Context: an optimization exercise on an open-source flow, tuned for small area. The choices shown serve that exercise and are no tape-out recipe.
In this exercise RTL edits were held to simulation tests only and were not proved equivalent to the original.
Power is estimated from default activity; no workload was simulated.

--- design/flow/config.mk ---
export PLATFORM = sky130hd
export DESIGN_NAME = regfile_param
export DESIGN_NICKNAME = regfile_param
export VERILOG_FILES = /design/flow/design.v
export SDC_FILE = /design/flow/constraint.sdc
export NUM_CORES = 4
export LEC_CHECK = 0
export CAP_MARGIN = 20
export CORE_MARGIN = 2
export CORE_UTILIZATION = 30
export SLEW_MARGIN = 20
--- design/flow/constraint.sdc ---
create_clock -name core_clock -period 7.0 [get_ports {i_clk}]
set_input_delay 1.4000 -clock core_clock [delete_from_list [all_inputs] [get_ports {i_clk}]]
set_output_delay 1.4000 -clock core_clock [all_outputs]
set_load 0.01 [all_outputs]
--- design/flow/design.v ---
module regfile_param #(
    parameter int W       = 64,
    parameter int AW      = 5,
    parameter int NRD     = 2,
    parameter bit ZERO_EN = 1'b1,
    parameter bit BYPASS  = 1'b1,
    parameter bit W32_EN  = 1'b1
) (
    input  logic              i_clk,
    input  logic              i_rst,
    input  logic [NRD*AW-1:0] i_raddr,
    output logic [NRD*W-1:0]  o_rout,
    input  logic              i_we,
    input  logic [AW-1:0]     i_wreg,
    input  logic [W-1:0]      i_data,
    input  logic              i_is32,
    output logic              o_ready
);
    localparam int            DEPTH     = 2 ** AW;
    localparam logic [AW-1:0] ADDR_LAST = AW'(DEPTH - 1);
    localparam logic [AW-1:0] CNT_ONE   = AW'(1);
    typedef enum logic [0:0] {
        ST_CLEAR = 1'b0,
        ST_RUN   = 1'b1
    } state_t;
    logic [W-1:0]  r_mem [DEPTH];
    state_t        r_state;
    logic [AW-1:0] r_cnt;
    logic          r_ready;
    state_t        w_state_nxt;
    logic [AW-1:0] w_cnt_nxt;
    logic          w_clear;       
    logic          w_run;         
    logic          w_eff_we;      
    logic [W-1:0]  w_wval;        
    always_ff @(posedge i_clk) begin
        if (i_rst) begin
            r_state <= ST_CLEAR;
            r_cnt   <= '0;
            r_ready <= 1'b0;
        end else begin
            r_state <= w_state_nxt;
            r_cnt   <= w_cnt_nxt;
            r_ready <= (w_state_nxt == ST_RUN);
        end
    end
    always_comb begin
        w_state_nxt = r_state;
        w_cnt_nxt   = r_cnt;
        case (r_state)
            ST_CLEAR: begin
                w_cnt_nxt = r_cnt + CNT_ONE;
                if (r_cnt == ADDR_LAST) begin
                    w_state_nxt = ST_RUN;
                end else begin
                    w_state_nxt = ST_CLEAR;
                end
            end
            ST_RUN: begin
                w_state_nxt = ST_RUN;
                w_cnt_nxt   = r_cnt;
            end
            default: begin
                w_state_nxt = ST_CLEAR;
                w_cnt_nxt   = '0;
            end
        endcase
    end
    always_comb begin
        w_clear = 1'b1;
        w_run   = 1'b0;
        case (r_state)
            ST_CLEAR: begin
                w_clear = 1'b1;
                w_run   = 1'b0;
            end
            ST_RUN: begin
                w_clear = 1'b0;
                w_run   = 1'b1;
            end
            default: begin
                w_clear = 1'b1;
                w_run   = 1'b0;
            end
        endcase
    end
    assign o_ready = r_ready;
    always_comb begin
        if (i_we && w_run) begin
            if (ZERO_EN && (i_wreg == ADDR_LAST)) begin
                w_eff_we = 1'b0;
            end else begin
                w_eff_we = 1'b1;
            end
        end else begin
            w_eff_we = 1'b0;
        end
    end
    generate
        if (W32_EN) begin : g_w32
            function automatic logic [W-1:0] zext32(input logic [W-1:0] d);
                logic [W-1:0] r;
                begin
                    r       = '0;
                    r[31:0] = d[31:0];
                    zext32 = r;
                end
            endfunction
            always_comb begin
                if (i_is32) begin
                    w_wval = zext32(i_data);
                end else begin
                    w_wval = i_data;
                end
            end
        end else begin : g_w64
            assign w_wval = i_data;
        end
    endgenerate
    always_ff @(posedge i_clk) begin
        if (!i_rst) begin
            if (w_clear) begin
                r_mem[r_cnt] <= '0;
            end else if (w_eff_we) begin
                r_mem[i_wreg] <= w_wval;
            end
        end
    end
    generate
        for (genvar k = 0; k < NRD; k++) begin : g_rd
            logic [AW-1:0] w_ra;
            logic [W-1:0]  w_rdata;
            assign w_ra = i_raddr[k*AW +: AW];
            always_comb begin
                if (w_clear) begin
                    w_rdata = '0;
                end else if (ZERO_EN && (w_ra == ADDR_LAST)) begin
                    w_rdata = '0;
                end else if (BYPASS && w_eff_we && (i_wreg == w_ra)) begin
                    w_rdata = w_wval;
                end else begin
                    w_rdata = r_mem[w_ra];
                end
            end
            assign o_rout[k*W +: W] = w_rdata;
        end
    endgenerate
endmodule
--- design/flow/run.sh ---
#!/bin/bash
# synth_recipe.tcl (not shown) runs the flow's synth.tcl, then flattens the netlist and writes it again
# the make line also repeats each setting of config.mk as NAME=value (left out here)
make -C /OpenROAD-flow-scripts/flow DESIGN_CONFIG=/design/flow/config.mk WORK_HOME=/design/flow/orfs CLKGATE_MAP_FILE= SYNTH_SCRIPT=/design/flow/synth_recipe.tcl finish
==> run notes <==
-- how the worst max path moves through the flow --
stage	start	to	cells after the start
detailed placement	i_wreg[4]	o_rout[11]	9
finish	i_wreg[4]	o_rout[11]	9
CTS	i_wreg[4]	o_rout[11]	9
global route	i_wreg[4]	o_rout[11]	9
global placement	i_wreg[4]	o_rout[11]	9
floorplan	i_wreg[3]	r_mem[0][0]$_DFFE_PP_	6
-- per-stage QoR --
stage	setup WS, ns	hold slack [ns]	util	cells
floorplan	1.07	0.511	-	4815
global placement	0.302	0.552	0.329	9025
detailed placement	0.241	0.579	0.329	9026
CTS	0.231	0.590	0.351	9426
global route	0.227	0.625	0.351	9427
finish	0.226	0.590	0.351	9428
-- worst reg2reg max path, delay by kind of cell (launching register included) --
family	cells	cell delay (ns)
muxes	1	0.46
and+or+nand+nor	3	1.33
buffers and inverters	1	0.60
AOI/OAI and AO/OA	1	0.63
DFF	1	0.71
-- power groups by stage --
stage	sequential [µW]	clock, µW	combinational, µW
2_1_floorplan	13700	0	1050
3_3_place_gp	13700	0	1710
3_5_place_dp	13700	0	1710
4_1_cts	13500	11500	1720
5_1_grt	13500	12000	1770
6_report	13500	11400	1700
-- cells by family (layout without fill, tap and decap cells) --
logic type / after synthesis / in the layout / share of synthesized area
AO/OA/AOI/OAI: 732 / 732 / 0.0545
XOR/XNOR: 13 / 13 / 0.00120
adder cells (fa/ha/maj): 2 / 2 / 0.000263
buffers and inverters: 418 / 869 / 0.0214
flip-flops: 2054 / 2054 / 0.647
multiplexers: 1232 / 1232 / 0.256
other: 0 / 2 / 0
AND/OR/NAND/NOR: 364 / 364 / 0.0193
-- layout by cell type (no fill, tap or decap), types with 5 or more instances in the layout --
cell type,Yosys,routed
a211oi_1,13,12
a21oi_1,19,19
a221oi_1,124,124
a22o_1,63,63
a22oi_1,97,97
a2bb2o_1,26,26
a31oi_1,68,68
and2_1,39,36
buf_12,0,81
buf_4,64,170
buf_8,0,5
bufinv_16,0,20
clkbuf_1,188,50
clkbuf_16,0,221
clkdlybuf4s50_1,0,201
clkinv_1,0,48
clkinv_2,0,43
dfxtp_1,6,6
edfxtp_1,2048,2048
inv_1,8,6
inv_16,0,5
mux2_2,8,8
mux2i_1,262,262
mux4_2,962,962
nand2_1,39,32
nand2_4,0,5
nand2b_1,36,35
nand3_1,18,17
nor2_1,147,111
nor2_4,0,35
nor2b_1,15,11
nor4_1,24,24
o21ai_0,73,73
o21ai_1,11,10
o22ai_1,225,225
or4_1,26,26
xnor2_1,7,7
xor2_1,6,6
-- per-layer routing --
metal | share of wire | up-vias | GRT usage
li1 | - | 21800 | -
met2 | 0.50 | 2986 | 0.326
met3 | 0.074 | 602 | 0.0244
met5 | 0.00012 | - | 0
met4 | 0.043 | 6 | 0.0786
met1 | 0.39 | 30300 | 0.252
-- final cells by class --
cell class,count,share of cell area
Sequential cell,2054,0.556
Multi-Input combinational cell,2343,0.288
Clock buffer,271,0.0516
Tap cell,4160,0.0470
Timing Repair Buffer,461,0.0453
Clock inverter,129,0.0112
Inverter,8,0.000339
Antenna cell,2,0.0000452
-- sequential cells by signal, indices dropped and copies added (netlist names) --
signal and flops:
r_cnt 5, r_mem 2048, r_state 1
==> key figures <==
CTS
  – Number of buffers created by CTS: between 200 and 250
  – H-tree levels: 4
  – CTS Sinks: around 2100
  – Post-cts repair resize count: 0
  – Post-CTS Setup Inserts: 0
  – CTS tree: yes
  – Clock root buffer: clkbuf_16
  – Clk Latency, worst-skew pair: around 0.88 ns
  – Clk pin slew, worst setup/hold paths: roughly 0.060 ns
  – Clk buf depth: 3
  – Cts-stage hold buffer count: 0

Timing
  – Final Max Tran Viols: 0
  – Final Hold Viols: 0
  – Period utilization: 0.968
  – Worst Tran Pin Value: roughly 1.2 ns
  – Clock skew: 0.0334 ns
  – Final setup fails: 0
  – Min Tclk post-route: slightly below 7 ns
  – Peak Freq: between 0.1 and 0.15 GHz
  – Final setup TNS: 0 ns
  – RSZ-0062 raised after global routing: no
  – Rel. slew slack: 0.231

Floorplan
  – Die Ht: roughly 570 µm
  – Die footprint: around 320000 µm²
  – Rows: between 200 and 250
  – Die width: approximately 570 µm
  – Boundary Pins: 212
  – Core area: 315000 µm²
  – Initial core utilization: 0.302

Placement
  – Port bufs: around 210
  – Post-detail-place hpwl: around 170000 µm
  – RePlAce Congestion: approximately 0.8
  – Placed cell area: between 100000 and 150000 µm²

Outcome
  – Status: finished clean

Synthesis
  – Asr flop ratio synth: 0
  – Post-Syn Area: around 95000 µm²
  – FF+latch count, synth: 2054
  – Register area share after synthesis: 0.647
  – Synth area leader: edfxtp_1
  – Synth cell types: 52
  – Syn_nets: between 4000 and 5000
  – Count leader, synth: edfxtp_1
  – Primary FF master, synth: edfxtp_1
  – Synth warnings: 1
  – Dominant cells by area after synthesis: edfxtp_1, mux4_2, mux2i_1
  – EDFF count, synth: about 2000
  – Synth top area share: 0.646
  – Commonest cells post-synth: edfxtp_1, mux4_2, mux2i_1
  – Avg Cell Area, Syn: 19.8 µm²
  – Syn Inst Count: just under 5000

Worst setup path
  – FF-to-FF setup slack: ~2.9 ns
  – CP endpoint kind: output pin
  – Worst-path fanout max: 15
  – R2R depth: 6
  – Critical Path AT: between 5 and 6 ns
  – Type of origin of the critical path: primary input
  – Worst path required time: 5.60 ns
  – Worst path slowest cell: or4_1
  – Top delay family on crit path: buffers and inverters
  – Crit path buffers/inverters: 4
  – CP peak stage delay: between 0.6 and 0.7 ns
  – Critical path cell sequence: clkdlybuf4s50_1, xor2_1, or4_1, nor2_4, buf_4, nand2_1, a21oi_1, buf_4, clkdlybuf4s50_1
  – Reg2reg start: r_state$_SDFF_PP0_
  – R2R Path End: r_mem[10][48]$_DFFE_PP_
  – Crit Path Class: in2out

Power
  – NetSw: roughly 6000 µW
  – PwrDens: about 240 nW/µm²
  – Clock share of power: 0.429
  – Worst VDD drop: about 0.00023 V
  – Switching part of the total: 0.223
  – P_int: 20600 µW
  – Overall power: between 20000 and 30000 µW
  – LEAKAGE: 0.0306 µW
  – Combinational group share of total power: 0.064
  – Seq pwr share: 0.507

GRT
  – Total GRT Usage: 0.193
  – Vias in the first global route: ~57000
  – Global-route wire length before repair: about 440000 µm
  – Initial antenna violation count: 14
  – Largest net degree at the start of global routing: 104
  – Grt ovf: 0

Cells and area
  – Area of the multi-input gates: around 32000 µm²
  – Layout cells sized above 1: 0.303
  – Fill count: roughly 29000
  – Nets@finish: a little over 5000
  – Sequential cell area: approximately 62000 µm²
  – Final instance area: roughly 110000 µm²
  – Syn-to-layout area delta: 16.3%

Routing
  – DR WL/cell: 33.8 µm
  – Aggregate routed wire length: approximately 320000 µm
  – DRC viols: 0
  – Routed vias: roughly 56000
  – Routed Antenna Nets: 0
  – Initial DRT Pass Iterations: 5
  – DRT iter0 DRCs: a little over 7000
  – Vias per cell: 5.91

Min path
  – Hold Path Class: reg2reg
  – Worst Hold Launch: r_cnt[4]$_SDFFE_PP0N_
  – WHS Endpoint: r_cnt[4]$_SDFFE_PP0N_
  – Hold Crit Depth: 2

Job
  – Max_cap viols: 0

[re-timing with driven ports]
No port has a modelled driver above. Below, the same layout with a new extraction and two added sets of constraints. Step 1 assumes that a clkbuf_16 drives the clock port and a buf_2 every other input. Step 2 times the ports against the registers' clock, not the clock port: input delays grow and output delays shrink by t, the midpoint of the rising clock arrivals with the driver on. Three values: ideal ports, drivers, drivers and shift; two values: the first two.
shift t [ns]: 0.947
setup slack, ns: 0.226 / 0.204 / 0.204
clock arrival spread, ns: 0.039 / 0.039
worst register clock-pin slew, ns: 0.07 / 0.07
After both steps setup and hold are still met in this run. The setup slack of this run moves by -0.022 ns with the drivers and by -0.022 ns with both steps.
